From an optimization exercise on the open Yosys and OpenROAD flow, aimed at small area; shortcuts taken in it are not production practice. At most, simulation tests tie the RTL to the original design; equivalence was not proved. Function not checked in run 4: the RTL went through the layout flow alone. The clock port is modelled as an ideal driver; clocking choices that lean on that would not hold on a real chip. Power figures rest on the tool's default switching activity, not on a simulated workload.

## flow/flow/run.sh

```bash
#!/bin/bash
# The standard layout (standard synthesis and ORFS flow), with two changes:
# the port buffers use the smallest buffer cell instead of the default pick,
# and after the post-placement repair and after clock tree synthesis, cells on
# paths with slack are downsized.
set -uo pipefail
export BUFFER_PORTS_ARGS="-buffer_cell sky130_fd_sc_hd__buf_1"
export POST_RESIZE_TCL="$PWD/flow/recover.tcl"
export POST_CTS_TCL="$PWD/flow/recover_cts.tcl"
bash standard.sh finish > standard_flow.log 2>&1
```

## flow/flow/recover.tcl

```tcl
# after global placement and its design repair: give back area on paths with
# timing slack by downsizing cells
puts "recover: area before [sta::format_area [rsz::design_area] 0]"
repair_timing -recover_power 100 -verbose
puts "recover: area after [sta::format_area [rsz::design_area] 0]"
```

## flow/flow/recover_cts.tcl

```tcl
# after clock tree synthesis and its timing repair: give back area on paths
# with timing slack by downsizing cells, then legalize the placement again
puts "recover: area before [sta::format_area [rsz::design_area] 0]"
estimate_parasitics -placement
repair_timing -recover_power 100 -verbose
detailed_placement
check_placement -verbose
puts "recover: area after [sta::format_area [rsz::design_area] 0]"
```

## flow/standard.sh

```bash
#!/bin/bash
# synth_recipe.tcl (not shown) runs the flow's synth.tcl, then flattens the netlist and writes it again
# the make line also repeats each setting of config.mk as NAME=value (left out here)
make -C /OpenROAD-flow-scripts/flow DESIGN_CONFIG=/design/flow/config.mk WORK_HOME=/design/flow/orfs CLKGATE_MAP_FILE= SYNTH_SCRIPT=/design/flow/synth_recipe.tcl "${@:-finish}"
```

## flow/config.mk

```make
export PLATFORM = sky130hd
export DESIGN_NAME = color_tracker
export DESIGN_NICKNAME = color_tracker
export VERILOG_FILES = /design/flow/design.v
export SDC_FILE = /design/flow/constraint.sdc
export NUM_CORES = 4
export LEC_CHECK = 0
export CAP_MARGIN = 20
export CORE_MARGIN = 2
export CORE_UTILIZATION = 40
export CTS_BUF_LIST = sky130_fd_sc_hd__clkbuf_8
export CTS_CLUSTER_DIAMETER = 100
export CTS_CLUSTER_SIZE = 18
export PLACE_DENSITY = 0.6
export SLEW_MARGIN = 20
export SYNTH_HIERARCHICAL = 1
```

## flow/constraint.sdc

```tcl
create_clock -name core_clock -period 6.7 [get_ports {clk_pixel}]
set_input_delay 1.3400 -clock core_clock [delete_from_list [all_inputs] [get_ports {clk_pixel}]]
set_output_delay 1.3400 -clock core_clock [all_outputs]
set_load 0.01 [all_outputs]
```

## flow/design.v

```verilog
module color_convert (
  input  logic [15:0] pixel,
  input  logic        sel_cb,   
  output logic [7:0]  luma,
  output logic [7:0]  chroma
);
  logic [4:0] r5;
  logic [5:0] g6;
  logic [4:0] b5;
  logic [4:0] u5;
  logic [4:0] w5;
  logic [5:0] x6;
  assign r5 = pixel[15:11];
  assign g6 = pixel[10:5];
  assign b5 = pixel[4:0];
  assign u5 = sel_cb ? b5 : r5;
  assign w5 = sel_cb ? r5 : b5;
  assign x6 = sel_cb ? {r5, 1'b0} : g6;
  logic luma_s0, luma_c0;
  csa_fa luma_fa1 (.a(b5[0]), .b(g6[0]), .c(r5[0]), .s(luma_s0), .co(luma_c0));
  logic luma_s1, luma_c1;
  csa_fa luma_fa2 (.a(b5[1]), .b(g6[0]), .c(g6[1]), .s(luma_s1), .co(luma_c1));
  logic luma_s2, luma_c2;
  csa_fa luma_fa3 (.a(r5[1]), .b(luma_c0), .c(luma_s1), .s(luma_s2), .co(luma_c2));
  logic luma_s3, luma_c3;
  csa_fa luma_fa4 (.a(b5[0]), .b(b5[2]), .c(g6[1]), .s(luma_s3), .co(luma_c3));
  logic luma_s4, luma_c4;
  csa_fa luma_fa5 (.a(g6[2]), .b(r5[0]), .c(r5[2]), .s(luma_s4), .co(luma_c4));
  logic luma_s5, luma_c5;
  csa_fa luma_fa6 (.a(luma_c1), .b(luma_s3), .c(luma_s4), .s(luma_s5), .co(luma_c5));
  logic luma_s6, luma_c6;
  csa_fa luma_fa7 (.a(b5[0]), .b(b5[1]), .c(b5[3]), .s(luma_s6), .co(luma_c6));
  logic luma_s7, luma_c7;
  csa_fa luma_fa8 (.a(g6[0]), .b(g6[2]), .c(g6[3]), .s(luma_s7), .co(luma_c7));
  logic luma_s8, luma_c8;
  csa_fa luma_fa9 (.a(r5[0]), .b(r5[1]), .c(r5[3]), .s(luma_s8), .co(luma_c8));
  logic luma_s9, luma_c9;
  csa_fa luma_fa10 (.a(luma_c3), .b(luma_c4), .c(luma_s6), .s(luma_s9), .co(luma_c9));
  logic luma_s10, luma_c10;
  csa_fa luma_fa11 (.a(luma_s7), .b(luma_s8), .c(luma_c5), .s(luma_s10), .co(luma_c10));
  logic luma_s11, luma_c11;
  csa_fa luma_fa12 (.a(b5[0]), .b(b5[1]), .c(b5[2]), .s(luma_s11), .co(luma_c11));
  logic luma_s12, luma_c12;
  csa_fa luma_fa13 (.a(b5[4]), .b(g6[1]), .c(g6[3]), .s(luma_s12), .co(luma_c12));
  logic luma_s13, luma_c13;
  csa_fa luma_fa14 (.a(g6[4]), .b(r5[1]), .c(r5[2]), .s(luma_s13), .co(luma_c13));
  logic luma_s14, luma_c14;
  csa_fa luma_fa15 (.a(r5[4]), .b(luma_c6), .c(luma_c7), .s(luma_s14), .co(luma_c14));
  logic luma_s15, luma_c15;
  csa_fa luma_fa16 (.a(luma_c8), .b(luma_s11), .c(luma_s12), .s(luma_s15), .co(luma_c15));
  logic luma_s16, luma_c16;
  csa_fa luma_fa17 (.a(luma_s13), .b(luma_c9), .c(luma_s14), .s(luma_s16), .co(luma_c16));
  logic luma_s17, luma_c17;
  csa_fa luma_fa18 (.a(luma_s15), .b(luma_c10), .c(luma_s16), .s(luma_s17), .co(luma_c17));
  logic luma_s18, luma_c18;
  csa_fa luma_fa19 (.a(b5[1]), .b(b5[2]), .c(b5[3]), .s(luma_s18), .co(luma_c18));
  logic luma_s19, luma_c19;
  csa_fa luma_fa20 (.a(g6[2]), .b(g6[4]), .c(g6[5]), .s(luma_s19), .co(luma_c19));
  logic luma_s20, luma_c20;
  csa_fa luma_fa21 (.a(r5[2]), .b(r5[3]), .c(luma_c11), .s(luma_s20), .co(luma_c20));
  logic luma_s21, luma_c21;
  csa_fa luma_fa22 (.a(luma_c12), .b(luma_c13), .c(luma_s18), .s(luma_s21), .co(luma_c21));
  logic luma_s22, luma_c22;
  csa_fa luma_fa23 (.a(luma_s19), .b(luma_c14), .c(luma_c15), .s(luma_s22), .co(luma_c22));
  logic luma_s23, luma_c23;
  csa_fa luma_fa24 (.a(luma_s20), .b(luma_s21), .c(luma_c16), .s(luma_s23), .co(luma_c23));
  logic luma_s24, luma_c24;
  csa_fa luma_fa25 (.a(luma_s22), .b(luma_s23), .c(luma_c17), .s(luma_s24), .co(luma_c24));
  logic luma_s25, luma_c25;
  csa_fa luma_fa26 (.a(b5[2]), .b(b5[3]), .c(b5[4]), .s(luma_s25), .co(luma_c25));
  logic luma_s26, luma_c26;
  csa_fa luma_fa27 (.a(g6[0]), .b(g6[3]), .c(g6[5]), .s(luma_s26), .co(luma_c26));
  logic luma_s27, luma_c27;
  csa_fa luma_fa28 (.a(r5[0]), .b(r5[3]), .c(r5[4]), .s(luma_s27), .co(luma_c27));
  logic luma_s28, luma_c28;
  csa_fa luma_fa29 (.a(luma_c18), .b(luma_c19), .c(luma_s25), .s(luma_s28), .co(luma_c28));
  logic luma_s29, luma_c29;
  csa_fa luma_fa30 (.a(luma_s26), .b(luma_s27), .c(luma_c20), .s(luma_s29), .co(luma_c29));
  logic luma_s30, luma_c30;
  csa_fa luma_fa31 (.a(luma_c21), .b(luma_s28), .c(luma_c22), .s(luma_s30), .co(luma_c30));
  logic luma_s31, luma_c31;
  csa_fa luma_fa32 (.a(luma_s29), .b(luma_c23), .c(luma_s30), .s(luma_s31), .co(luma_c31));
  logic luma_s32, luma_c32;
  csa_fa luma_fa33 (.a(b5[3]), .b(b5[4]), .c(g6[1]), .s(luma_s32), .co(luma_c32));
  logic luma_s33, luma_c33;
  csa_fa luma_fa34 (.a(g6[4]), .b(r5[1]), .c(r5[4]), .s(luma_s33), .co(luma_c33));
  logic luma_s34, luma_c34;
  csa_fa luma_fa35 (.a(luma_c25), .b(luma_c26), .c(luma_c27), .s(luma_s34), .co(luma_c34));
  logic luma_s35, luma_c35;
  csa_fa luma_fa36 (.a(luma_s32), .b(luma_s33), .c(luma_c28), .s(luma_s35), .co(luma_c35));
  logic luma_s36, luma_c36;
  csa_fa luma_fa37 (.a(luma_s34), .b(luma_c29), .c(luma_s35), .s(luma_s36), .co(luma_c36));
  logic luma_s37, luma_c37;
  csa_fa luma_fa38 (.a(luma_c30), .b(luma_s36), .c(luma_c31), .s(luma_s37), .co(luma_c37));
  logic luma_s38, luma_c38;
  csa_fa luma_fa39 (.a(b5[4]), .b(g6[2]), .c(g6[5]), .s(luma_s38), .co(luma_c38));
  logic luma_s39, luma_c39;
  csa_fa luma_fa40 (.a(r5[2]), .b(luma_c32), .c(luma_c33), .s(luma_s39), .co(luma_c39));
  logic luma_s40, luma_c40;
  csa_fa luma_fa41 (.a(luma_s38), .b(luma_c34), .c(luma_s39), .s(luma_s40), .co(luma_c40));
  logic luma_s41, luma_c41;
  csa_fa luma_fa42 (.a(luma_c35), .b(luma_s40), .c(luma_c36), .s(luma_s41), .co(luma_c41));
  logic luma_s42, luma_c42;
  csa_fa luma_fa43 (.a(g6[3]), .b(r5[3]), .c(luma_c38), .s(luma_s42), .co(luma_c42));
  logic luma_s43, luma_c43;
  csa_fa luma_fa44 (.a(luma_c39), .b(luma_s42), .c(luma_c40), .s(luma_s43), .co(luma_c43));
  logic luma_s44, luma_c44;
  csa_fa luma_fa45 (.a(g6[4]), .b(r5[4]), .c(luma_c42), .s(luma_s44), .co(luma_c44));
  logic [12:0] luma_ra, luma_rb, luma_sum;
  assign luma_ra = {1'b0, g6[5], luma_s44, luma_s43, luma_s41, luma_s37, luma_c24, luma_s24, luma_s17, luma_s9, luma_c2, luma_s2, luma_s0};
  assign luma_rb = {1'b0, luma_c44, luma_c43, luma_c41, luma_c37, 1'b0, luma_s31, 1'b0, 1'b0, luma_s10, luma_s5, 1'b0, 1'b0};
  assign luma_sum = luma_ra + luma_rb;
  assign luma = {luma_sum[12], luma_sum[11], luma_sum[10], luma_sum[9], luma_sum[8], luma_sum[7], luma_sum[6], luma_sum[5]};
  logic chroma_s0, chroma_c0;
  csa_fa chroma_fa1 (.a(~g6[1]), .b(~w5[0]), .c(~x6[0]), .s(chroma_s0), .co(chroma_c0));
  logic chroma_s1, chroma_c1;
  assign chroma_s1 = 1'b1 ^ (~g6[0] ^ ~g6[2]);
  assign chroma_c1 = (1'b1 & ~g6[0]) | (~g6[2] & (1'b1 | ~g6[0]));
  logic chroma_s2, chroma_c2;
  csa_fa chroma_fa3 (.a(~w5[1]), .b(~x6[0]), .c(~x6[1]), .s(chroma_s2), .co(chroma_c2));
  logic chroma_s3, chroma_c3;
  csa_fa chroma_fa4 (.a(chroma_s1), .b(chroma_c0), .c(chroma_s2), .s(chroma_s3), .co(chroma_c3));
  logic chroma_s4, chroma_c4;
  csa_fa chroma_fa5 (.a(~g6[1]), .b(~g6[3]), .c(~w5[0]), .s(chroma_s4), .co(chroma_c4));
  logic chroma_s5, chroma_c5;
  csa_fa chroma_fa6 (.a(~w5[2]), .b(~x6[1]), .c(~x6[2]), .s(chroma_s5), .co(chroma_c5));
  logic chroma_s6, chroma_c6;
  csa_fa chroma_fa7 (.a(chroma_c1), .b(chroma_c2), .c(chroma_s4), .s(chroma_s6), .co(chroma_c6));
  logic chroma_s7, chroma_c7;
  csa_fa chroma_fa8 (.a(chroma_s5), .b(chroma_c3), .c(chroma_s6), .s(chroma_s7), .co(chroma_c7));
  logic chroma_s8, chroma_c8;
  assign chroma_s8 = 1'b1 ^ (~g6[0] ^ ~g6[2]);
  assign chroma_c8 = (1'b1 & ~g6[0]) | (~g6[2] & (1'b1 | ~g6[0]));
  logic chroma_s9, chroma_c9;
  csa_fa chroma_fa10 (.a(~g6[4]), .b(~w5[1]), .c(~w5[3]), .s(chroma_s9), .co(chroma_c9));
  logic chroma_s10, chroma_c10;
  csa_fa chroma_fa11 (.a(~x6[0]), .b(~x6[2]), .c(~x6[3]), .s(chroma_s10), .co(chroma_c10));
  logic chroma_s11, chroma_c11;
  csa_fa chroma_fa12 (.a(chroma_s8), .b(chroma_c4), .c(chroma_c5), .s(chroma_s11), .co(chroma_c11));
  logic chroma_s12, chroma_c12;
  csa_fa chroma_fa13 (.a(chroma_s10), .b(chroma_s9), .c(chroma_c6), .s(chroma_s12), .co(chroma_c12));
  logic chroma_s13, chroma_c13;
  csa_fa chroma_fa14 (.a(chroma_s11), .b(chroma_s12), .c(chroma_c7), .s(chroma_s13), .co(chroma_c13));
  logic chroma_s14, chroma_c14;
  csa_fa chroma_fa15 (.a(~g6[1]), .b(~g6[3]), .c(~g6[5]), .s(chroma_s14), .co(chroma_c14));
  logic chroma_s15, chroma_c15;
  csa_fa chroma_fa16 (.a(~w5[0]), .b(~w5[2]), .c(~w5[4]), .s(chroma_s15), .co(chroma_c15));
  logic chroma_s16, chroma_c16;
  csa_fa chroma_fa17 (.a(~x6[1]), .b(~x6[3]), .c(~x6[4]), .s(chroma_s16), .co(chroma_c16));
  logic chroma_s17, chroma_c17;
  csa_fa chroma_fa18 (.a(chroma_c8), .b(chroma_s14), .c(chroma_c10), .s(chroma_s17), .co(chroma_c17));
  logic chroma_s18, chroma_c18;
  csa_fa chroma_fa19 (.a(chroma_c9), .b(chroma_s15), .c(chroma_s16), .s(chroma_s18), .co(chroma_c18));
  logic chroma_s19, chroma_c19;
  csa_fa chroma_fa20 (.a(chroma_c11), .b(chroma_s17), .c(chroma_s18), .s(chroma_s19), .co(chroma_c19));
  logic chroma_s20, chroma_c20;
  csa_fa chroma_fa21 (.a(chroma_c12), .b(chroma_s19), .c(chroma_c13), .s(chroma_s20), .co(chroma_c20));
  logic chroma_s21, chroma_c21;
  csa_fa chroma_fa22 (.a(~g6[0]), .b(~g6[2]), .c(~g6[4]), .s(chroma_s21), .co(chroma_c21));
  logic chroma_s22, chroma_c22;
  csa_fa chroma_fa23 (.a(~w5[1]), .b(~w5[3]), .c(~x6[2]), .s(chroma_s22), .co(chroma_c22));
  logic chroma_s23, chroma_c23;
  csa_fa chroma_fa24 (.a(~x6[4]), .b(~x6[5]), .c(chroma_c14), .s(chroma_s23), .co(chroma_c23));
  logic chroma_s24, chroma_c24;
  csa_fa chroma_fa25 (.a(chroma_s21), .b(chroma_c15), .c(chroma_c16), .s(chroma_s24), .co(chroma_c24));
  logic chroma_s25, chroma_c25;
  csa_fa chroma_fa26 (.a(chroma_s22), .b(chroma_s23), .c(chroma_c17), .s(chroma_s25), .co(chroma_c25));
  logic chroma_s26, chroma_c26;
  csa_fa chroma_fa27 (.a(chroma_c18), .b(chroma_s24), .c(chroma_s25), .s(chroma_s26), .co(chroma_c26));
  logic chroma_s27, chroma_c27;
  csa_fa chroma_fa28 (.a(chroma_c19), .b(chroma_s26), .c(chroma_c20), .s(chroma_s27), .co(chroma_c27));
  logic chroma_s28, chroma_c28;
  assign chroma_s28 = 1'b1 ^ (~g6[1] ^ ~g6[3]);
  assign chroma_c28 = (1'b1 & ~g6[1]) | (~g6[3] & (1'b1 | ~g6[1]));
  logic chroma_s29, chroma_c29;
  csa_fa chroma_fa30 (.a(~g6[5]), .b(~w5[2]), .c(~w5[4]), .s(chroma_s29), .co(chroma_c29));
  logic chroma_s30, chroma_c30;
  csa_fa chroma_fa31 (.a(~x6[3]), .b(~x6[5]), .c(chroma_c21), .s(chroma_s30), .co(chroma_c30));
  logic chroma_s31, chroma_c31;
  csa_fa chroma_fa32 (.a(chroma_s28), .b(chroma_c22), .c(chroma_s29), .s(chroma_s31), .co(chroma_c31));
  logic chroma_s32, chroma_c32;
  csa_fa chroma_fa33 (.a(chroma_c23), .b(chroma_s30), .c(chroma_c24), .s(chroma_s32), .co(chroma_c32));
  logic chroma_s33, chroma_c33;
  csa_fa chroma_fa34 (.a(chroma_s31), .b(chroma_c25), .c(chroma_s32), .s(chroma_s33), .co(chroma_c33));
  logic chroma_s34, chroma_c34;
  csa_fa chroma_fa35 (.a(chroma_c26), .b(chroma_s33), .c(chroma_c27), .s(chroma_s34), .co(chroma_c34));
  logic chroma_s35, chroma_c35;
  csa_fa chroma_fa36 (.a(~g6[2]), .b(~g6[4]), .c(u5[0]), .s(chroma_s35), .co(chroma_c35));
  logic chroma_s36, chroma_c36;
  csa_fa chroma_fa37 (.a(~w5[3]), .b(~x6[4]), .c(chroma_c28), .s(chroma_s36), .co(chroma_c36));
  logic chroma_s37, chroma_c37;
  csa_fa chroma_fa38 (.a(chroma_c29), .b(chroma_s35), .c(chroma_c30), .s(chroma_s37), .co(chroma_c37));
  logic chroma_s38, chroma_c38;
  csa_fa chroma_fa39 (.a(chroma_s36), .b(chroma_c31), .c(chroma_s37), .s(chroma_s38), .co(chroma_c38));
  logic chroma_s39, chroma_c39;
  csa_fa chroma_fa40 (.a(chroma_c32), .b(chroma_s38), .c(chroma_c33), .s(chroma_s39), .co(chroma_c39));
  logic chroma_s40, chroma_c40;
  csa_fa chroma_fa41 (.a(~g6[3]), .b(~g6[5]), .c(u5[1]), .s(chroma_s40), .co(chroma_c40));
  logic chroma_s41, chroma_c41;
  csa_fa chroma_fa42 (.a(~w5[4]), .b(~x6[5]), .c(chroma_c35), .s(chroma_s41), .co(chroma_c41));
  logic chroma_s42, chroma_c42;
  csa_fa chroma_fa43 (.a(chroma_s40), .b(chroma_c36), .c(chroma_s41), .s(chroma_s42), .co(chroma_c42));
  logic chroma_s43, chroma_c43;
  csa_fa chroma_fa44 (.a(chroma_c37), .b(chroma_s42), .c(chroma_c38), .s(chroma_s43), .co(chroma_c43));
  logic chroma_s44, chroma_c44;
  csa_fa chroma_fa45 (.a(~g6[4]), .b(u5[2]), .c(chroma_c40), .s(chroma_s44), .co(chroma_c44));
  logic chroma_s45, chroma_c45;
  csa_fa chroma_fa46 (.a(chroma_c41), .b(chroma_s44), .c(chroma_c42), .s(chroma_s45), .co(chroma_c45));
  logic chroma_s46, chroma_c46;
  csa_fa chroma_fa47 (.a(~g6[5]), .b(u5[3]), .c(chroma_c44), .s(chroma_s46), .co(chroma_c46));
  logic [13:0] chroma_ra, chroma_rb, chroma_sum;
  assign chroma_ra = {1'b0, u5[4], chroma_s46, chroma_s45, chroma_s43, chroma_s39, chroma_s34, chroma_s27, chroma_s20, chroma_s13, chroma_s7, chroma_s3, chroma_s0, 1'b1};
  assign chroma_rb = {1'b0, chroma_c46, chroma_c45, chroma_c43, chroma_c39, chroma_c34, 1'b0, 1'b0, 1'b0, 1'b0, 1'b0, 1'b0, 1'b0, ~g6[0]};
  assign chroma_sum = chroma_ra + chroma_rb;
  assign chroma = {chroma_sum[13], chroma_sum[12], chroma_sum[11], chroma_sum[10], chroma_sum[9], chroma_sum[8], chroma_sum[7], chroma_sum[6]};
endmodule
module channel_threshold (
  input  logic [15:0] pixel,
  input  logic [7:0]  luma,
  input  logic [7:0]  chroma,    
  input  logic [2:0]  channel_sel,
  input  logic [7:0]  lower_bound,
  input  logic [7:0]  upper_bound,
  output logic [7:0]  channel,
  output logic        in_range
);
  always_comb begin
    case (channel_sel)
      3'b000:  channel = {pixel[10:5], 2'b00};   
      3'b001:  channel = {pixel[15:11], 3'b000};  
      3'b010:  channel = {pixel[4:0], 3'b000};   
      3'b100:  channel = luma;
      3'b101:  channel = chroma;  
      3'b110:  channel = chroma;  
      default: channel = '0;  
    endcase
  end
  function automatic logic ge8(input logic [7:0] a, input logic [7:0] b);
    logic c;
    c = 1'b1;
    for (int i = 0; i < 8; i++) c = (a[i] & ~b[i]) | (c & (a[i] | ~b[i]));
    ge8 = c;
  endfunction
  assign in_range = ge8(channel, lower_bound) && ge8(upper_bound, channel);
endmodule
module csa_fa (
  input  logic a,
  input  logic b,
  input  logic c,
  output logic s,
  output logic co
);
  assign s  = a ^ (b ^ c);
  assign co = (a & b) | (c & (a | b));
endmodule
module csa_ha (
  input  logic a,
  input  logic b,
  output logic s,
  output logic co
);
  assign s  = a ^ b;
  assign co = a & b;
endmodule
module rc_add #(
  parameter int W = 8
) (
  input  logic [W-1:0] a,
  input  logic [W-1:0] b,
  input  logic         ci,
  output logic [W-1:0] s,
  output logic         co
);
  logic [W:0] c;
  assign c[0] = ci;
  for (genvar i = 0; i < W; i++) begin : g_bit
    csa_fa fa_i (.a(a[i]), .b(b[i]), .c(c[i]), .s(s[i]), .co(c[i+1]));
  end
  assign co = c[W];
endmodule
module rc_inc #(
  parameter int W = 8
) (
  input  logic [W-1:0] a,
  input  logic         ci,
  output logic [W-1:0] s,
  output logic         co
);
  logic [W:0] c;
  assign c[0] = ci;
  for (genvar i = 0; i < W; i++) begin : g_bit
    csa_ha ha_i (.a(a[i]), .b(c[i]), .s(s[i]), .co(c[i+1]));
  end
  assign co = c[W];
endmodule
module com_accumulator (
  input  logic        clk_pixel,
  input  logic        sys_rst,
  input  logic        mark,        
  input  logic        new_frame,
  input  logic [10:0] hcount,
  input  logic [9:0]  vcount,
  output logic [10:0] x_com,
  output logic [9:0]  y_com,
  output logic        com_valid
);
  localparam logic [5:0] X_STEPS = 6'd11;
  localparam logic [6:0] LAST    = 7'd84;  
  logic [31:0] x_sum;    
  logic [30:0] y_sum;
  logic [21:0] count_n;  
  logic        x_carry;  
  logic        y_carry;  
  logic        busy;
  logic [6:0]  step;       
  logic        lo_carry;
  logic [10:0] lo_diff;
  logic [10:0] hi_diff;
  logic        hi_carry;   
  logic        lo_carry_q;
  logic        mark_add;
  logic        last;
  logic        clear;
  logic        load;
  logic        keep;
  logic [10:0] h_add;
  logic [9:0]  v_add;
  logic [11:0] x_lo;
  logic        x_lo_co;
  logic [19:0] x_hi;
  logic [10:0] y_lo;
  logic        y_lo_co;
  logic [19:0] y_hi;
  logic [20:0] rem_next;
  logic        q_bit;
  assign mark_add = mark && !busy;
  assign h_add = mark_add ? hcount : '0;
  assign v_add = mark_add ? vcount : '0;
  rc_add #(.W(11)) x_lo_i (.a(x_sum[10:0]), .b(h_add), .ci(1'b0),
                           .s(x_lo[10:0]), .co(x_lo[11]));
  assign x_lo_co = x_lo[11] & x_sum[11];
  rc_inc #(.W(20)) x_hi_i (.a(x_sum[31:12]), .ci(x_carry), .s(x_hi), .co());
  rc_add #(.W(10)) y_lo_i (.a(y_sum[9:0]), .b(v_add), .ci(1'b0),
                           .s(y_lo[9:0]), .co(y_lo[10]));
  assign y_lo_co = y_lo[10] & y_sum[10];
  rc_inc #(.W(20)) y_hi_i (.a(y_sum[30:11]), .ci(y_carry), .s(y_hi), .co());
  rc_add #(.W(11)) div_lo_i (.a(x_sum[20:10]), .b(count_n[10:0]), .ci(1'b1),
                             .s(lo_diff), .co(lo_carry));
  rc_add #(.W(11)) div_hi_i (.a(x_sum[31:21]), .b(count_n[21:11]), .ci(lo_carry_q),
                             .s(hi_diff), .co(hi_carry));
  assign q_bit    = ((step[6:1] < X_STEPS) || step[6]) && hi_carry;
  assign rem_next = q_bit ? {hi_diff[9:0], lo_diff} : x_sum[30:10];
  assign last  = (step == LAST);
  assign clear = sys_rst || (busy && last);
  always_ff @(posedge clk_pixel) begin
    if (clear) begin
      x_sum   <= '0;
      y_sum   <= '0;
      count_n <= '1;
      x_carry <= 1'b0;
      y_carry <= 1'b0;
    end else if (busy && step[0]) begin
      x_sum <= {rem_next, x_sum[9:0], y_sum[30]};
      y_sum <= {y_sum[29:0], q_bit};
    end else begin
      x_sum   <= {x_hi, x_lo[11] ^ x_sum[11], x_lo[10:0]};
      y_sum   <= {y_hi, y_lo[10] ^ y_sum[10], y_lo[9:0]};
      x_carry <= x_lo_co;
      y_carry <= y_lo_co;
      count_n <= count_n - 22'(mark_add);
    end
  end
  always_ff @(posedge clk_pixel) begin
    lo_carry_q <= lo_carry;
  end
  always_ff @(posedge clk_pixel) begin
    if (sys_rst) begin
      busy <= 1'b0;
      step <= '0;
    end else if (busy) begin
      busy <= !last;
      step <= last ? '0 : step + 1'b1;
    end else begin
      busy <= new_frame && (count_n != '1);
      step <= '0;
    end
  end
  assign load = busy && last && !sys_rst;
  assign keep = !(busy && last) && !sys_rst;
  always_ff @(posedge clk_pixel) begin
    x_com     <= (x_sum[10:0] & {11{load}}) | (x_com & {11{keep}});
    y_com     <= (y_sum[9:0] & {10{load}}) | (y_com & {10{keep}});
    com_valid <= load;
  end
endmodule
module overlay_mux (
  input  logic [15:0] bg_pix,
  input  logic        mask,
  input  logic [10:0] hcount,
  input  logic [9:0]  vcount,
  input  logic [1:0]  bg_sel,
  input  logic [1:0]  target_sel,
  input  logic [10:0] x_com,
  input  logic [9:0]  y_com,
  output logic [23:0] pixel_out
);
  logic [7:0]  gray;
  logic [23:0] bg;
  logic        on_cross;
  assign gray = bg_pix[7:0];
  always_comb begin
    case (bg_sel)
      2'b00:   bg = {bg_pix[15:11], 3'b000, bg_pix[10:5], 2'b00, bg_pix[4:0], 3'b000};
      2'b01:   bg = {gray, gray, gray};
      2'b10:   bg = {24{mask}};
      default: bg = mask ? 24'hFF00FF : {gray, gray, gray};
    endcase
  end
  assign on_cross = (target_sel == 2'b01) && ((hcount == x_com) || (vcount == y_com));
  assign pixel_out = on_cross ? 24'hFFFFFF : bg;
endmodule
module color_tracker #(
  parameter int SUM_BITS = 32  
) (
  input  logic        clk_pixel,
  input  logic        sys_rst,
  input  logic [15:0] pixel,
  input  logic [24:0] timing,
  input  logic [2:0]  channel_sel,
  input  logic [7:0]  lower_bound,
  input  logic [7:0]  upper_bound,
  input  logic [1:0]  bg_sel,
  input  logic [1:0]  target_sel,
  output logic [23:0] pixel_out,
  output logic [24:0] timing_out,
  output logic [10:0] x_com,
  output logic [9:0]  y_com,
  output logic        com_valid
);
  logic [15:0] pix_q1, pix_q2, pix_q3, pix_q4;
  logic [24:0] tim_q1, tim_q2, tim_q3, tim_q4, tim_q5;
  logic [2:0]  rst_hist;  
  logic        rst_recent;  
  logic        tim_keep;  
  logic [7:0]  luma, chroma, channel;
  logic        in_range;
  logic [15:0] bg_q;
  logic        mask_q;
  logic        sel_cb_q;  
  color_convert color_convert_i (
    .pixel  (pix_q4),
    .sel_cb (sel_cb_q),
    .luma   (luma),
    .chroma (chroma)
  );
  channel_threshold channel_threshold_i (
    .pixel       (pix_q4),
    .luma        (luma),
    .chroma      (chroma),
    .channel_sel (channel_sel),
    .lower_bound (lower_bound),
    .upper_bound (upper_bound),
    .channel     (channel),
    .in_range    (in_range)
  );
  always_ff @(posedge clk_pixel) begin
    pix_q1   <= pixel;
    pix_q2   <= pix_q1;
    pix_q3   <= pix_q2;
    pix_q4   <= pix_q3;
    tim_q1   <= timing;
    tim_q2   <= tim_q1;
    tim_q3   <= tim_q2;
    tim_q4   <= tim_q3;
    rst_hist   <= {rst_hist[1:0], sys_rst};
    rst_recent <= sys_rst || (rst_hist != '0);
    tim_q5     <= tim_q4 & {25{tim_keep}};
    mask_q   <= in_range;
    sel_cb_q <= channel_sel[1];  
    bg_q[15:8] <= pix_q4[15:8];
    if (bg_sel == 2'b00) bg_q[7:0] <= pix_q4[7:0];
    else if (bg_sel[1]) bg_q[7:0] <= luma;
    else bg_q[7:0] <= channel;
  end
  assign tim_keep   = !(sys_rst || rst_recent);
  assign timing_out = tim_q5;
  com_accumulator com_accumulator_i (
    .clk_pixel (clk_pixel),
    .sys_rst   (sys_rst),
    .mark      (tim_q5[3] && mask_q),
    .new_frame (tim_q5[0]),
    .hcount    (tim_q5[24:14]),
    .vcount    (tim_q5[13:4]),
    .x_com     (x_com),
    .y_com     (y_com),
    .com_valid (com_valid)
  );
  overlay_mux overlay_mux_i (
    .bg_pix     (bg_q),
    .mask       (mask_q),
    .hcount     (tim_q5[24:14]),
    .vcount     (tim_q5[13:4]),
    .bg_sel     (bg_sel),
    .target_sel (target_sel),
    .x_com      (x_com),
    .y_com      (y_com),
    .pixel_out  (pixel_out)
  );
endmodule
```

==> flow_summary.ini, run 1 <==
[status]
status = finished clean

[worst_setup_path]
startpoint_type = flip-flop
cp_data_arrival_time_ps = 6840
crit_start = sel_cb_q
r2r-end = mask_q
end_kind = flip-flop
critPathKind = flip-flop to flip-flop
worstRegToRegCells = 20
r2r_slack_ps = 360
crit_path_end = mask_q
cp_max_fo = 6
r2r-start = sel_cb_q
required_ps = 7200

[placed_design]
io_buffers = 136
gp_congestion = 0.885
hpwlAfterDp_mm = 22.7
dp.cells = 1854

[route]
first_pass_iters = 7
drt-vias-per-instance = 4.94
drt_iter0_drc = 434
vias = 9298
final_antenna_net_count = 0
drc = 0
routedWlPerCell_um = 16.2
wl_mm = 30.4

[sta]
fmax_mhz = 158
hold_violations = 0
period_minus_slack_ps = 6340
setup-violations-final = 0
tns_ps = 0
slew_viol_final = 0
relSlewSlack_pct = 38.1
finClkSkew_ps = 17.4
post-route-period-util_pct = 94.7
rsz0062_at_grt = false
tightest_slew_ps = 928

[global_routing]
antenna_found_initial = 0
grt_pass1_wl_mm = 50.4
grt_max_degree = 65
globalRoute.totalOverflow = 0
grt_pass1_vias = 9545
grtUsageTotal_pct = 16.4

[logic_synthesis]
synth_edf_count = 0
synth_seq_area_share_pct = 45.5
ys_ff_latch = 329
avgSynthCellArea_um2 = 11.3
yosysWarnings = 10
ys_types = 90
syn_area_mm2 = 0.0145
syn_inst = 1285
synth_flop_cell = dfxtp_1
synthArstFlopShare_pct = 0

[cells_and_area]
final_nets = 1676
drive_gt1_share_pct = 7.11
antenna_cells = 0
mostFrequentLayoutCells = dfxtp_1, nand2_1, buf_1
final_common_cell = dfxtp_1
fin_cells = 1881
area_delta_synth_final_pct = 9.63

[clock_network]
clkLatencyLatePin_ps = 570
cts_tree = built
clkSlewWorstSetupHoldPaths_ps = 120
cts.sinks = 329

[floorplanning]
io_pins = 137
fp-row-count = 69
die_area_mm2 = 0.0378
start_util_pct = 40.6
core-area_mm2 = 0.0357
die_x_um = 194
fp.dieH_um = 194

[job]
drv_cap = 0

[hold_path]
hp-class = flip-flop to flip-flop

[power]
power.leakage_uw = 0.00641
powerDensity_mw_per_mm2 = 309
max-vdd-ir-drop_uv = 192
[how the worst min path moves through the flow]
stage,startpoint,endpoint,cells past startpoint
after floorplan,pix_q1[0],pix_q2[0],0
after global placement,tim_q3[1],tim_q4[1],0
after detailed placement,pix_q1[1],pix_q2[1],0
after global routing,tim_q3[20],tim_q4[20],0
final,tim_q3[20],tim_q4[20],0
[logic make-up after synthesis]
logic type / count (synthesis) / share of synthesized area, %
xor+xnor: 48 / 2.90
other cells: 2 / 0.0518
mux: 36 / 2.70
flops: 329 / 45.5
buf+inv: 93 / 2.97
compound gates: 229 / 10.3
fa+ha+maj: 193 / 23.5
simple gates: 355 / 12.1
[per-layer routing]
layer	track usage, %	wire length [um]
met1	22.3	14000
met2	27.6	14600
met3	2.60	1090
met4	4.05	700
met5	0	0
[synthesized netlist by cell type, types with 3 or more instances]
cell,number,share of area (%)
mux2_2,7,0.54
nand2_1,174,4.5
or3_1,5,0.22
ha_1,59,5.1
nor2_1,27,0.70
a22o_1,21,1.3
nor4_1,5,0.22
o211ai_1,4,0.21
and3_1,3,0.13
xor2_1,19,1.1
a21oi_1,107,3.7
inv_1,31,0.80
nand4_1,12,0.52
buf_2,9,0.31
nand3_1,20,0.69
a21o_1,3,0.16
clkbuf_1,36,0.93
o21ai_0,40,1.4
xnor2_1,29,1.8
o21a_1,3,0.16
nand2b_1,13,0.56
a211oi_1,3,0.16
inv_2,3,0.078
and2_1,50,2.2
nand4b_1,3,0.18
buf_6,7,0.54
or4_1,9,0.47
dfxtp_1,329,45
a22oi_1,3,0.16
nor3_1,8,0.28
mux2i_1,25,1.7
o31ai_1,7,0.36
buf_4,4,0.21
a221oi_1,4,0.24
fa_1,132,18
[Yosys stat by module (local to each module, per instance), a selection]
module | cells inside | copies in the design | cell area, um^2 | flops+latches
color_convert | 85 | 1 | 698 | 0
overlay_mux | 111 | 1 | 659 | 0
csa_fa | 1 | 132 | 20.0 | 0
csa_ha | 1 | 40 | 12.5 | 0
channel_threshold | 96 | 1 | 754 | 0
com_accumulator | 554 | 1 | 4660 | 118
color_tracker | 267 | 1 | 4570 | 211
[critical path, stage by stage (launching register included)]
cell and delay (ps):
dfxtp_1 490, clkbuf_2 300, mux2i_2 390, fa_1 500
fa_1 540, fa_1 440, fa_1 430, fa_1 400
fa_1 380, ha_1 350, nand2_1 80, o31ai_2 280
a21oi_1 130, xnor2_1 150, mux2i_1 120, mux4_2 310
nor2_1 60, maj3_1 390, a211oi_1 230, o22ai_1 120
nor3_2 180
[stage by stage]
step                worst slack, ps  cell area [um^2]  power, uW  hold slack (ps)  utilization (%)
floorplan                       357             14500       3540              310                -
global placement                468             15500       4010              310             43.6
detailed placement              166             15500       4030              312             43.4
global route                   21.3             15900       5230              330             44.5
finish                          356             15900       4900              319             44.5
[final cells by class]
type,instances,area [um^2]
Fill cell,3399,19800
Tap cell,461,577
Sequential cell,329,6590
Multi-Input combinational cell,864,7520
Clock inverter,3,32.5
Clock buffer,22,303
Inverter,34,128
Timing Repair Buffer,168,738
[power breakdown]
group          total, uW  internal (uW)  switching (uW)  leakage [uW]
clock                913            307             606      0.000175
sequential          2090           2050            48.4       0.00272
combinational       1890            790            1100       0.00351
[sequential cells by signal, indices dropped and copies added, names as in the netlist, 3 cells and up]
register and cells:
tim_q3 25, tim_q1 25, com_accumulator_i.y_com 10, com_accumulator_i.step 7
tim_q2 25, pix_q2 16, tim_q5 25, com_accumulator_i.x_com 11
bg_q 16, com_accumulator_i.count_n 22, pix_q1 16, tim_q4 25
com_accumulator_i.x_sum 32, com_accumulator_i.y_sum 31, pix_q4 16, pix_q3 16
rst_hist 3
==> run 2, diff against run 1 <==
--- a/flow/config.mk
+++ b/flow/config.mk
@@ -9,8 +9,8 @@
 export CORE_MARGIN = 2
 export CORE_UTILIZATION = 40
 export CTS_BUF_LIST = sky130_fd_sc_hd__clkbuf_8
-export CTS_CLUSTER_DIAMETER = 100
-export CTS_CLUSTER_SIZE = 18
+export CTS_CLUSTER_DIAMETER = 80
+export CTS_CLUSTER_SIZE = 16
 export PLACE_DENSITY = 0.6
 export SLEW_MARGIN = 20
 export SYNTH_HIERARCHICAL = 1
==> flow_summary.ini, run 2 <==
[worst_setup_path]
critPathKind = flip-flop to flip-flop
cp_max_fo = 6
worstRegToRegCells = 20
end_kind = flip-flop
startpoint_type = flip-flop
required_ps = 7200
cp_data_arrival_time_ps = 6840

[cells_and_area]
final_nets = 1680
regMostFlops = com_accumulator_i.x_sum
area_delta_synth_final_pct = 10.4
antenna_cells = 0
fin_util_pct = 44.9
drive_gt1_share_pct = 7.63
top_regs = com_accumulator_i.x_sum (32), com_accumulator_i.y_sum (31)
final_common_cell = dfxtp_1
mostFrequentLayoutCells = dfxtp_1, nand2_1, buf_1
fill_cells = 3397
postLayoutCellArea_mm2 = 0.0160
largest_register_ffs = 32

[route]
drt_iter0_drc = 389
drc = 0
routedWlPerCell_um = 16.1
first_pass_iters = 15
final_antenna_net_count = 0
drt-vias-per-instance = 4.96
vias = 9364
wl_mm = 30.4

[status]
status = finished clean

[floorplanning]
fp.dieH_um = 194
die_area_mm2 = 0.0378
io_pins = 137
core-area_mm2 = 0.0357
die_x_um = 194
fp-row-count = 69
start_util_pct = 40.6

[logic_synthesis]
ys_types = 90
ys_ff_latch = 329
synth_area_leaders = dfxtp_1, fa_1, ha_1
yosysWarnings = 10
synth_flop_cell = dfxtp_1
syn_area_mm2 = 0.0145
synth_top_area_cell = dfxtp_1
synth_edf_count = 0
synth_seq_area_share_pct = 45.5
yosys.area.top_type_share_pct = 45.5
synthArstFlopShare_pct = 0
syn_inst = 1285
avgSynthCellArea_um2 = 11.3
netlist_top_cells_count = dfxtp_1, nand2_1, fa_1
post-synth-top-count-cell = dfxtp_1

[sta]
slew_viol_final = 0
tightest_slew_ps = 916
setup-violations-final = 0
tns_ps = 0
period_minus_slack_ps = 6340
rsz0062_at_grt = false
relSlewSlack_pct = 38.9
post-route-period-util_pct = 94.6
setup_ws_ps = 364
fmax_mhz = 158
finClkSkew_ps = 34.8
hold_violations = 0

[power]
powerDensity_mw_per_mm2 = 314
max-vdd-ir-drop_uv = 202
power.leakage_uw = 0.00646
p_total_uw = 5020

[clock_network]
clkLatencyLatePin_ps = 590
cts.sinks = 329
cts_tree = built
clkSlewWorstSetupHoldPaths_ps = 110

[global_routing]
grt_pass1_vias = 9574
antenna_found_initial = 0
globalRoute.totalOverflow = 0
grt_max_degree = 65
grt_pass1_wl_mm = 50.6
grtUsageTotal_pct = 16.5

[placed_design]
dpl-instance-area_mm2 = 0.0155
hpwlAfterDp_mm = 22.7
io_buffers = 136
gp_congestion = 0.885
dp_slack_ps = 166

[hold_path]
hold_path_depth = 0
hp-class = flip-flop to flip-flop

[job]
drv_cap = 0
==> run 2: cell types whose count changed in the layout (fill, tap and decap cells not counted) <==
cell / previous run / this run
clkbuf_8: 22 / 28
clkinv_8: 1 / 3
clkinv_2: 1 / 0
clkinv_4: 0 / 1
clkinvlp_4: 0 / 1
inv_8: 1 / 0
==> run 2: path summary, 6_finish.rpt <==
kind,slack (ps),endpoint,startpoint
worst max-delay path,360,mask_q,sel_cb_q
worst min-delay path,320,pix_q3[13],pix_q2[13]
worst max register to register,360,mask_q,sel_cb_q
worst min register to register,320,pix_q3[13],pix_q2[13]
==> run 2: power by group <==
part	switching [uW]	total (uW)	internal [uW]
Combinational	1100	1890	790
Sequential	48.6	2090	2050
Clock	638	1030	390
Total	1790	5020	3230
==> run 2: cells by family after synthesis <==
kind of cell    after synthesis  share of synthesized area [%]
buf+inv                      93                           2.97
mux                          36                           2.70
fa+ha+maj                   193                           23.5
compound gates              229                           10.3
simple gates                355                           12.1
flops                       329                           45.5
xor+xnor                     48                           2.90
other cells                   2                         0.0518
==> run 2: final cells by class <==
type | instances | area (um^2) | area share [%]
multi-input combinational | 864 | 7520 | 47.0
sequential | 329 | 6590 | 41.2
timing repair buffer | 168 | 738 | 4.61
tap | 461 | 577 | 3.61
clock buffer | 28 | 385 | 2.41
inverter | 34 | 128 | 0.798
clock inverter | 5 | 65.1 | 0.407
==> run 2: worst max-delay path, cell delays in order (launching register included) <==
cell	delay (ps)
dfxtp_1	480
clkbuf_2	300
mux2i_2	390
fa_1	500
fa_1	540
fa_1	440
fa_1	430
fa_1	400
fa_1	380
ha_1	350
nand2_1	80
o31ai_2	290
a21oi_1	130
xnor2_1	150
mux2i_1	120
mux4_2	310
nor2_1	60
maj3_1	380
a211oi_1	240
o22ai_1	120
nor3_2	190
==> run 2: metal layers <==
layer	GRT usage [%]	vias to the layer above	share of wire (%)
met1	22.4	4587	46
met5	0	-	0
li1	-	4590	-
met2	27.7	145	48
met3	2.39	42	3.5
met4	4.07	0	2.2
==> run 2: Yosys stat by module, one instance, submodules excluded, a selection <==
module             copies in the design  flip-flops and latches  cells inside
color_tracker                         1                     211           267
channel_threshold                     1                       0            96
csa_ha                               40                       0             1
csa_fa                              132                       0             1
overlay_mux                           1                       0           111
com_accumulator                       1                     118           554
color_convert                         1                       0            85
==> run 2: through the flow <==
stage	hold slack (ps)	std cells
2_1_floorplan	310	1286
3_3_place_gp	310	1854
3_5_place_dp	312	1854
5_1_grt	330	1889
6_report	315	1889
==> run 3, diff against run 2 <==
--- a/flow/config.mk
+++ b/flow/config.mk
@@ -5,12 +5,12 @@
 export SDC_FILE = /design/flow/constraint.sdc
 export NUM_CORES = 4
 export LEC_CHECK = 0
-export CAP_MARGIN = 20
+export CAP_MARGIN = 0
 export CORE_MARGIN = 2
 export CORE_UTILIZATION = 40
 export CTS_BUF_LIST = sky130_fd_sc_hd__clkbuf_8
 export CTS_CLUSTER_DIAMETER = 80
 export CTS_CLUSTER_SIZE = 16
 export PLACE_DENSITY = 0.6
-export SLEW_MARGIN = 20
+export SLEW_MARGIN = 0
 export SYNTH_HIERARCHICAL = 1
==> flow_summary.ini, run 3 <==
[cells_and_area]
fin_cells = 1890
fin_util_pct = 44.9
seqCellArea_mm2 = 0.00659
regMostFlops = com_accumulator_i.x_sum
area_delta_synth_final_pct = 10.6
top_regs = com_accumulator_i.x_sum (32), com_accumulator_i.y_sum (31)
drive_gt1_share_pct = 7.63
largest_register_ffs = 32
mostFrequentLayoutCells = dfxtp_1, nand2_1, buf_1
fill_cells = 3395
antenna_cells = 0
final_nets = 1681
final_common_cell = dfxtp_1
multiInputGateArea_mm2 = 0.00752

[worst_setup_path]
startpoint_type = flip-flop
critPathKind = flip-flop to flip-flop
worstRegToRegCells = 20
required_ps = 7200
cp_data_arrival_time_ps = 6820
cp_max_fo = 6
end_kind = flip-flop

[sta]
slew_viol_final = 0
finClkSkew_ps = 38.4
period_minus_slack_ps = 6320
tns_ps = 0
hold_violations = 0
fmax_mhz = 158
post-route-period-util_pct = 94.3
tightest_slew_ps = 1230
setup-violations-final = 0
relSlewSlack_pct = 17.7
rsz0062_at_grt = false

[logic_synthesis]
yosysWarnings = 10
syn_inst = 1285
synth_area_leaders = dfxtp_1, fa_1, ha_1
ys_types = 90
synth_top_area_cell = dfxtp_1
netlist_top_cells_count = dfxtp_1, nand2_1, fa_1
ys_ff_latch = 329
yosys.area.top_type_share_pct = 45.5
synth_edf_count = 0
avgSynthCellArea_um2 = 11.3
syn_area_mm2 = 0.0145
post-synth-top-count-cell = dfxtp_1
synth_flop_cell = dfxtp_1
synth_seq_area_share_pct = 45.5
synthArstFlopShare_pct = 0

[floorplanning]
io_pins = 137
start_util_pct = 40.6
die_x_um = 194
core-area_mm2 = 0.0357
fp-row-count = 69
fp.dieH_um = 194
die_area_mm2 = 0.0378

[power]
seq_power_share_pct = 41.7
switching_share_pct = 35.7
p_total_uw = 5020
intPower_uw = 3230
switchingPower_uw = 1790
max-vdd-ir-drop_uv = 202
pwr-share-comb_pct = 37.7
pwr-share-clk_pct = 20.6
powerDensity_mw_per_mm2 = 313
power.leakage_uw = 0.00647

[global_routing]
grt_pass1_wl_mm = 50.6
grt_max_degree = 65
antenna_found_initial = 0
grtUsageTotal_pct = 16.5
globalRoute.totalOverflow = 0
grt_pass1_vias = 9574

[clock_network]
cts_tree = built
cts.sinks = 329
clkSlewWorstSetupHoldPaths_ps = 110
clkLatencyLatePin_ps = 590

[route]
final_antenna_net_count = 0
first_pass_iters = 7
vias = 9362
routedWlPerCell_um = 16.1
dr_wl_met3_mm = 1.16
wl_met2_mm = 14.7
wirelength_met1_mm = 13.9
drc = 0
drt-vias-per-instance = 4.95
top_layer = met4
drt_iter0_drc = 410
wl_mm = 30.5

[placed_design]
dp.cells = 1854
gp_congestion = 0.885
hpwlAfterDp_mm = 22.7
io_buffers = 136

[job]
drv_cap = 0

[hold_path]
hp-class = flip-flop to flip-flop
hold_path_depth = 0

[status]
status = finished clean
[run 3: final cells by class]
class,instances,share of cell area (%)
Multi-Input combinational cell,864,46.9
Tap cell,461,3.60
Clock inverter,5,0.406
Timing Repair Buffer,169,4.73
Inverter,34,0.797
Clock buffer,28,2.41
Sequential cell,329,41.1
[run 3: per-stage QoR]
step / hold WS [ps] / setup slack [ps] / area (um^2)
floorplan: 310 / 357 / 14500
global placement: 310 / 468 / 15500
detailed placement: 312 / 166 / 15500
global route: 330 / 52.3 / 16000
finish: 315 / 379 / 16000
[run 3: worst paths after layout]
path                            startpoint          to  slack (ps)
worst max-delay path              sel_cb_q      mask_q         380
worst min-delay path            pix_q2[13]  pix_q3[13]         320
worst max register to register    sel_cb_q      mask_q         380
worst min register to register  pix_q2[13]  pix_q3[13]         320
[run 3: cell families after synthesis]
group / synth area share (%)
AND/OR/NAND/NOR: 12.1
AO/OA/AOI/OAI: 10.3
flip-flops: 45.5
adder cells (fa/ha/maj): 23.5
buffers and inverters: 2.97
other: 0.0518
multiplexers: 2.70
XOR/XNOR: 2.90
[run 3: per-layer routing]
metal	vias up	global-route usage [%]
met5	-	0
li1	4596	-
met3	44	2.39
met2	164	27.7
met1	4558	22.4
met4	0	4.07
[run 3: worst max-delay path: stages (launching register included)]
cell      delay, ps
dfxtp_1         480
clkbuf_2        300
mux2i_2         390
fa_1            500
fa_1            540
fa_1            440
fa_1            430
fa_1            400
fa_1            380
ha_1            350
nand2_1          80
o31ai_2         290
a21oi_1         130
xnor2_1         150
mux2i_1         120
mux4_2          310
nor2_1           60
maj3_1          380
a211oi_1        230
o22ai_1         120
nor3_2          180
[run 3: power by group through the flow]
stage	sequential [uW]	clock (uW)	combinational (uW)
after floorplan	2130	0	1420
after global placement	2140	0	1880
after detailed placement	2140	0	1890
after global routing	2110	1150	2100
final	2090	1030	1890
[run 3: modules after synthesis (local to each module, per instance), a selection]
module,times used,flip-flops and latches,cells
channel_threshold,1,0,96
color_convert,1,0,85
csa_ha,40,0,1
overlay_mux,1,0,111
com_accumulator,1,118,554
csa_fa,132,0,1
color_tracker,1,211,267
==> run 4, diff against run 3 <==
--- a/flow/design.v
+++ b/flow/design.v
@@ -321,6 +321,12 @@
   logic        mark_add;
   logic        last;
   logic        clear;
+  logic        sel_shift;
+  logic        sel_add;
+  logic        sel_sub;
+  logic        sel_keep;
+  logic [31:0] x_add;
+  logic [30:0] y_add;
   logic        load;
   logic        keep;
   logic [10:0] h_add;
@@ -331,7 +337,6 @@
   logic [10:0] y_lo;
   logic        y_lo_co;
   logic [19:0] y_hi;
-  logic [20:0] rem_next;
   logic        q_bit;
   assign mark_add = mark && !busy;
   assign h_add = mark_add ? hcount : '0;
@@ -349,22 +354,27 @@
   rc_add #(.W(11)) div_hi_i (.a(x_sum[31:21]), .b(count_n[21:11]), .ci(lo_carry_q),
                              .s(hi_diff), .co(hi_carry));
   assign q_bit    = ((step[6:1] < X_STEPS) || step[6]) && hi_carry;
-  assign rem_next = q_bit ? {hi_diff[9:0], lo_diff} : x_sum[30:10];
   assign last  = (step == LAST);
   assign clear = sys_rst || (busy && last);
+  assign sel_shift = busy && step[0] && !clear;
+  assign sel_add   = !(busy && step[0]) && !clear;
+  assign sel_sub   = sel_shift && q_bit;
+  assign sel_keep  = sel_shift && !q_bit;
+  assign x_add     = {x_hi, x_lo[11] ^ x_sum[11], x_lo[10:0]};
+  assign y_add     = {y_hi, y_lo[10] ^ y_sum[10], y_lo[9:0]};
   always_ff @(posedge clk_pixel) begin
+    x_sum[31:11] <= ({hi_diff[9:0], lo_diff} & {21{sel_sub}})
+                  | (x_sum[30:10] & {21{sel_keep}})
+                  | (x_add[31:11] & {21{sel_add}});
+    x_sum[10:0]  <= ({x_sum[9:0], y_sum[30]} & {11{sel_shift}})
+                  | (x_add[10:0] & {11{sel_add}});
+    y_sum        <= ({y_sum[29:0], q_bit} & {31{sel_shift}})
+                  | (y_add & {31{sel_add}});
     if (clear) begin
-      x_sum   <= '0;
-      y_sum   <= '0;
       count_n <= '1;
       x_carry <= 1'b0;
       y_carry <= 1'b0;
-    end else if (busy && step[0]) begin
-      x_sum <= {rem_next, x_sum[9:0], y_sum[30]};
-      y_sum <= {y_sum[29:0], q_bit};
-    end else begin
-      x_sum   <= {x_hi, x_lo[11] ^ x_sum[11], x_lo[10:0]};
-      y_sum   <= {y_hi, y_lo[10] ^ y_sum[10], y_lo[9:0]};
+    end else if (!(busy && step[0])) begin
       x_carry <= x_lo_co;
       y_carry <= y_lo_co;
       count_n <= count_n - 22'(mark_add);
--- a/flow/config.mk
+++ b/flow/config.mk
@@ -5,12 +5,12 @@
 export SDC_FILE = /design/flow/constraint.sdc
 export NUM_CORES = 4
 export LEC_CHECK = 0
-export CAP_MARGIN = 0
+export CAP_MARGIN = 20
 export CORE_MARGIN = 2
 export CORE_UTILIZATION = 40
 export CTS_BUF_LIST = sky130_fd_sc_hd__clkbuf_8
 export CTS_CLUSTER_DIAMETER = 80
 export CTS_CLUSTER_SIZE = 16
 export PLACE_DENSITY = 0.6
-export SLEW_MARGIN = 0
+export SLEW_MARGIN = 20
 export SYNTH_HIERARCHICAL = 1
==> flow_summary.ini, run 4 <==
[placed_design]
gp_congestion = 0.879
hpwlAfterDp_mm = 22.3
io_buffers = 136
dp_slack_ps = 256

[power]
max-vdd-ir-drop_uv = 185
pwr-share-clk_pct = 21.7
powerDensity_mw_per_mm2 = 322
power.leakage_uw = 0.00660
switching_share_pct = 35.4
switchingPower_uw = 1800
p_total_uw = 5090
seq_power_share_pct = 41.1
pwr-share-comb_pct = 37.2
intPower_uw = 3290

[logic_synthesis]
synth_top_area_cell = dfxtp_1
post-synth-top-count-cell = dfxtp_1
synthArstFlopShare_pct = 0
synth_flop_cell = dfxtp_1
synth_area_leaders = dfxtp_1, fa_1, ha_1
synth_seq_area_share_pct = 46.2
yosys.area.top_type_share_pct = 46.2
avgSynthCellArea_um2 = 12.5
ys_types = 93
ys_ff_latch = 329
syn_inst = 1142
synth_edf_count = 0
yosysWarnings = 10
netlist_top_cells_count = dfxtp_1, fa_1, and2_1
syn_area_mm2 = 0.0143

[cells_and_area]
fill_cells = 3325
drive_gt1_share_pct = 8.32
mostFrequentLayoutCells = dfxtp_1, buf_1, fa_1
antenna_cells = 0
regMostFlops = com_accumulator_i.x_sum
largest_register_ffs = 32
area_delta_synth_final_pct = 11.0
top_regs = com_accumulator_i.x_sum (32), com_accumulator_i.y_sum (31)
seqCellArea_mm2 = 0.00659
fin_util_pct = 44.8
multiInputGateArea_mm2 = 0.00729
final_nets = 1548
final_common_cell = dfxtp_1

[sta]
setup_ws_ps = 399
rsz0062_at_grt = false
fmax_mhz = 159
fin_hold_ws_ps = 329
slew_viol_final = 0
setup-violations-final = 0
tns_ps = 0
period_minus_slack_ps = 6300
relSlewSlack_pct = 39.0
hold_violations = 0
post-route-period-util_pct = 94.0
tightest_slew_ps = 915
finClkSkew_ps = 12.7

[route]
final_antenna_net_count = 0
drt_iter0_drc = 298
vias = 8625
first_pass_iters = 4
drt-vias-per-instance = 4.90
routedWlPerCell_um = 16.9
drc = 0
wl_mm = 29.8

[worst_setup_path]
path_cells = mux2i_1, fa_1, fa_1, fa_1, fa_1, fa_1, fa_1, fa_1, ha_1, nand2_1, o31ai_1, a21oi_1, xnor2_1, mux2i_1, mux4_2, nor2_1, maj3_1, a211oi_1, o22ai_1, nor3_2
cpMostUsedCell = fa_1
startpoint_type = flip-flop
critPathKind = flip-flop to flip-flop
end_kind = flip-flop
cp_top_family = adder cells
max_stage_delay_ps = 500
required_ps = 7220
cp_max_fo = 6
cpMaxStageDelayCell = fa_1
cp_data_arrival_time_ps = 6830
crit_buf_inv = 0

[floorplanning]
start_util_pct = 40.4
die_x_um = 193
io_pins = 137
core-area_mm2 = 0.0353
fp-row-count = 69
fp.dieH_um = 193
die_area_mm2 = 0.0372

[global_routing]
grt_pass1_wl_mm = 47.8
grt_pass1_vias = 8789
gr-usage-met3_pct = 2.86
antenna_found_initial = 0
grt_max_degree = 68
globalRoute.totalOverflow = 0
grt.met2_usage_pct = 26.2
grt_most_used_layer = met2
grtUsageTotal_pct = 16.4
grt_util_met1_pct = 23.0

[hold_path]
hp-class = flip-flop to flip-flop

[job]
drv_cap = 0

[clock_network]
clkSlewWorstSetupHoldPaths_ps = 100
clkLatencyLatePin_ps = 590
cts_tree = built
cts.sinks = 329

[status]
status = finished clean
run 4: cells by family (layout without fill, tap and decap cells):
| logic type | after synthesis | after routing | share of synthesized area, % |
|---|---|---|---|
| xor+xnor | 49 | 49 | 3.01 |
| simple gates | 263 | 263 | 10.5 |
| buf+inv | 80 | 235 | 2.75 |
| other cells | 2 | 3 | 0.0527 |
| fa+ha+maj | 193 | 193 | 23.9 |
| mux | 36 | 36 | 2.75 |
| compound gates | 190 | 190 | 10.9 |
| flops | 329 | 329 | 46.2 |
run 4: area by class of cell:
| type | count | share of cell area, % |
|---|---|---|
| clock buffer | 27 | 2.35 |
| timing repair buffer | 168 | 4.77 |
| sequential | 329 | 41.6 |
| multi-input combinational | 734 | 46.1 |
| inverter | 32 | 0.759 |
| clock inverter | 8 | 0.759 |
| tap | 461 | 3.64 |
run 4: path summary, 6_finish.rpt:
check,startpoint,endpoint,slack (ps),cells past startpoint
max,sel_cb_q,mask_q,400,20
min,tim_q3[13],tim_q4[13],330,0
max reg2reg,sel_cb_q,mask_q,400,20
min reg2reg,tim_q3[13],tim_q4[13],330,0
run 4: through the flow:
| step | cell area [um^2] | instances |
|---|---|---|
| floorplan | 14300 | 1143 |
| global placement | 15300 | 1721 |
| detailed placement | 15300 | 1722 |
| global route | 15800 | 1759 |
| finish | 15800 | 1759 |
run 4: power by group through the flow:
| stage | clock [uW] | combinational (uW) | sequential [uW] |
|---|---|---|---|
| 6_report | 1100 | 1890 | 2090 |
| 3_5_place_dp | 0 | 1900 | 2140 |
| 5_1_grt | 1220 | 2110 | 2100 |
| 2_1_floorplan | 0 | 1410 | 2130 |
| 3_3_place_gp | 0 | 1910 | 2140 |
run 4: layer usage:
metal	routed length, um	part of all wire (%)	vias up
met5	0	0	-
met4	668	2.2	0
met3	1330	4.5	48
met2	14000	47	167
met1	13900	46	4181
li1	-	-	4229
run 4: Yosys stat by module, one instance, submodules excluded, a selection:
module | copies in the design | flops+latches
csa_ha | 40 | 0
color_convert | 1 | 0
csa_fa | 132 | 0
overlay_mux | 1 | 0
channel_threshold | 1 | 0
color_tracker | 1 | 211
com_accumulator | 1 | 118
==> run 5, diff against run 4 <==
--- a/flow/design.v
+++ b/flow/design.v
@@ -374,7 +374,7 @@
       count_n <= '1;
       x_carry <= 1'b0;
       y_carry <= 1'b0;
-    end else if (!(busy && step[0])) begin
+    end else begin
       x_carry <= x_lo_co;
       y_carry <= y_lo_co;
       count_n <= count_n - 22'(mark_add);
==> flow_summary.ini, run 5 <==
[worst_setup_path]
end_kind = flip-flop
startpoint_type = flip-flop
required_ps = 7240
cp_max_fo = 11
r2r-end = mask_q
r2r_slack_ps = 400
critPathKind = flip-flop to flip-flop
worstRegToRegCells = 20
r2r-start = sel_cb_q
cp_data_arrival_time_ps = 6840

[route]
drc = 0
routedWlPerCell_um = 16.9
wl_mm = 29.7
final_antenna_net_count = 0
drt-vias-per-instance = 4.92
first_pass_iters = 5
drt_iter0_drc = 409
vias = 8654

[logic_synthesis]
ys_ff_latch = 329
yosys.area.top_type_share_pct = 46.3
synthArstFlopShare_pct = 0
synth_flop_cell = dfxtp_1
synth_seq_area_share_pct = 46.3
ys_types = 91
synth_area_leaders = dfxtp_1, fa_1, ha_1
syn_area_mm2 = 0.0142
synth_edf_count = 0
yosysWarnings = 10
avgSynthCellArea_um2 = 12.5
netlist_top_cells_count = dfxtp_1, fa_1, and2_1
post-synth-top-count-cell = dfxtp_1
synth_top_area_cell = dfxtp_1
syn_inst = 1141

[global_routing]
grtUsageTotal_pct = 16.4
grt_pass1_vias = 8774
antenna_found_initial = 0
grt_max_degree = 52
globalRoute.totalOverflow = 0
grt_pass1_wl_mm = 47.7

[sta]
fmax_mhz = 159
finClkSkew_ps = 23.4
tightest_slew_ps = 913
setup-violations-final = 0
post-route-period-util_pct = 94.0
slew_viol_final = 0
tns_ps = 0
rsz0062_at_grt = false
relSlewSlack_pct = 39.1
period_minus_slack_ps = 6300
hold_violations = 0

[cells_and_area]
fill_cells = 3278
antenna_cells = 0
largest_register_ffs = 32
top_regs = com_accumulator_i.x_sum (32), com_accumulator_i.y_sum (31)
regMostFlops = com_accumulator_i.x_sum
final_common_cell = dfxtp_1
drive_gt1_share_pct = 8.32
area_delta_synth_final_pct = 10.7
mostFrequentLayoutCells = dfxtp_1, buf_1, fa_1
final_nets = 1550
fin_util_pct = 44.6

[floorplanning]
io_pins = 137
die_x_um = 193
core-area_mm2 = 0.0353
start_util_pct = 40.3
fp.dieH_um = 193
fp-row-count = 69
die_area_mm2 = 0.0371

[clock_network]
clkSlewWorstSetupHoldPaths_ps = 100
cts.sinks = 329
cts_tree = built
clkLatencyLatePin_ps = 610

[status]
status = finished clean

[placed_design]
hpwlAfterDp_mm = 22.4
gp_congestion = 0.846
io_buffers = 136

[power]
powerDensity_mw_per_mm2 = 321
power.leakage_uw = 0.00658
max-vdd-ir-drop_uv = 222

[hold_path]
hp-class = flip-flop to flip-flop
hold_path_depth = 0
hold_start = pix_q2[6]
whs_endpoint = pix_q3[6]

[job]
drv_cap = 0
[run 5: worst max-delay path by stage]
stage               slack (ps)  cells after the start      start      to
floorplan                  360                     22   sel_cb_q  mask_q
finish                     400                     20   sel_cb_q  mask_q
detailed placement         230                     20  pix_q4[9]  mask_q
global placement           430                     20   sel_cb_q  mask_q
global route                30                     20   sel_cb_q  mask_q
[run 5: metal layers]
layer | global-route usage (%) | vias up | wire length (um)
met4 | 3.96 | 0 | 596
met2 | 25.7 | 140 | 13800
met1 | 23.5 | 4260 | 14200
li1 | - | 4220 | -
met3 | 2.78 | 34 | 1110
met5 | 0 | - | 0
[run 5: Yosys stat by module, one instance, submodules excluded, a selection]
module	copies in the design	cells inside	cell area [um^2]
csa_ha	40	1	12.5
color_convert	1	85	698
com_accumulator	1	410	4400
color_tracker	1	267	4570
overlay_mux	1	111	659
channel_threshold	1	96	754
csa_fa	132	1	20.0
[run 5: through the flow]
stage          worst slack (ps)  cells  hold slack, ps  total power [uW]  instance area (um^2)
2_1_floorplan               357   1142             310              3540                 14200
3_3_place_gp                429   1722             311              4050                 15300
3_5_place_dp                225   1722             312              4050                 15200
5_1_grt                    34.7   1759             320              5410                 15800
6_report                    403   1759             308              5060                 15800
[run 5: cell type report]
| type | count | area (um^2) | area share (%) |
|---|---|---|---|
| multi-input combinational | 733 | 7240 | 46.0 |
| sequential | 329 | 6590 | 41.8 |
| timing repair buffer | 168 | 761 | 4.83 |
| tap | 461 | 577 | 3.66 |
| clock buffer | 27 | 372 | 2.36 |
| inverter | 34 | 128 | 0.810 |
| clock inverter | 7 | 81.3 | 0.516 |
[run 5: power by group]
| group | internal [uW] | switching [uW] | leakage (uW) | total (uW) |
|---|---|---|---|---|
| clock | 388 | 654 | 0.000235 | 1040 |
| sequential | 2050 | 49.7 | 0.00272 | 2100 |
| combinational | 794 | 1130 | 0.00362 | 1930 |
| total | 3230 | 1840 | 0.00658 | 5060 |
[run 5: logic make-up (layout without fill, tap and decap cells)]
group / count (synthesis) / after routing / share of synthesized area (%)
other cells: 2 / 3 / 0.0528
mux: 35 / 35 / 2.68
compound gates: 183 / 183 / 10.6
flops: 329 / 329 / 46.3
xor+xnor: 50 / 50 / 3.08
simple gates: 269 / 269 / 10.6
fa+ha+maj: 193 / 193 / 23.9
buf+inv: 80 / 236 / 2.73
[run 5: worst max-delay path, cell delays in order, from the launching register on]
cell      delay [ps]
dfxtp_2          530
mux2i_1          320
fa_1             480
fa_1             410
fa_1             470
fa_1             420
fa_1             390
fa_1             410
fa_1             390
ha_1             340
nand2_1           80
o31ai_2          280
a21oi_1          130
xnor2_1          150
mux2i_1          150
mux4_2           310
nor2_1            60
maj3_1           390
a211oi_1         240
o22ai_1          110
nor3_2           160

-- separate check: timing with driven ports --
The results above use ideal ports. As a check the final layouts listed here were re-extracted and re-timed, cells and wires unchanged.
Step 1 assumes that a clkbuf_16 drives the clock port and a buf_2 every other input.
Step 2 moves the port delays by t, midway between the first and last clock arrival at a register: inputs arrive t later, outputs are due t later. That takes back most of the time a late clock gives input paths.
Three values: ideal, step 1, step 2; two values: the first two.
run	t, ns	setup slack, ns	hold slack, ns	latest minus earliest clock arrival (ns)	worst slew at a driven data input, ns
run 1	0.612	0.356 / 0.356 / 0.356	0.319 / 0.319 / 0.319	0.020 / 0.020	0.05
run 2	0.625	0.364 / 0.364 / 0.364	0.315 / 0.315 / 0.315	0.037 / 0.036	0.04
run 3	0.623	0.379 / 0.379 / 0.379	0.315 / 0.315 / 0.315	0.040 / 0.041	0.04
run 4	0.629	0.399 / 0.399 / 0.399	0.329 / 0.329 / 0.329	0.015 / 0.015	0.06
run 5	0.641	0.403 / 0.403 / 0.403	0.308 / 0.308 / 0.308	0.032 / 0.033	0.05
After both steps setup and hold are still met in every run listed.
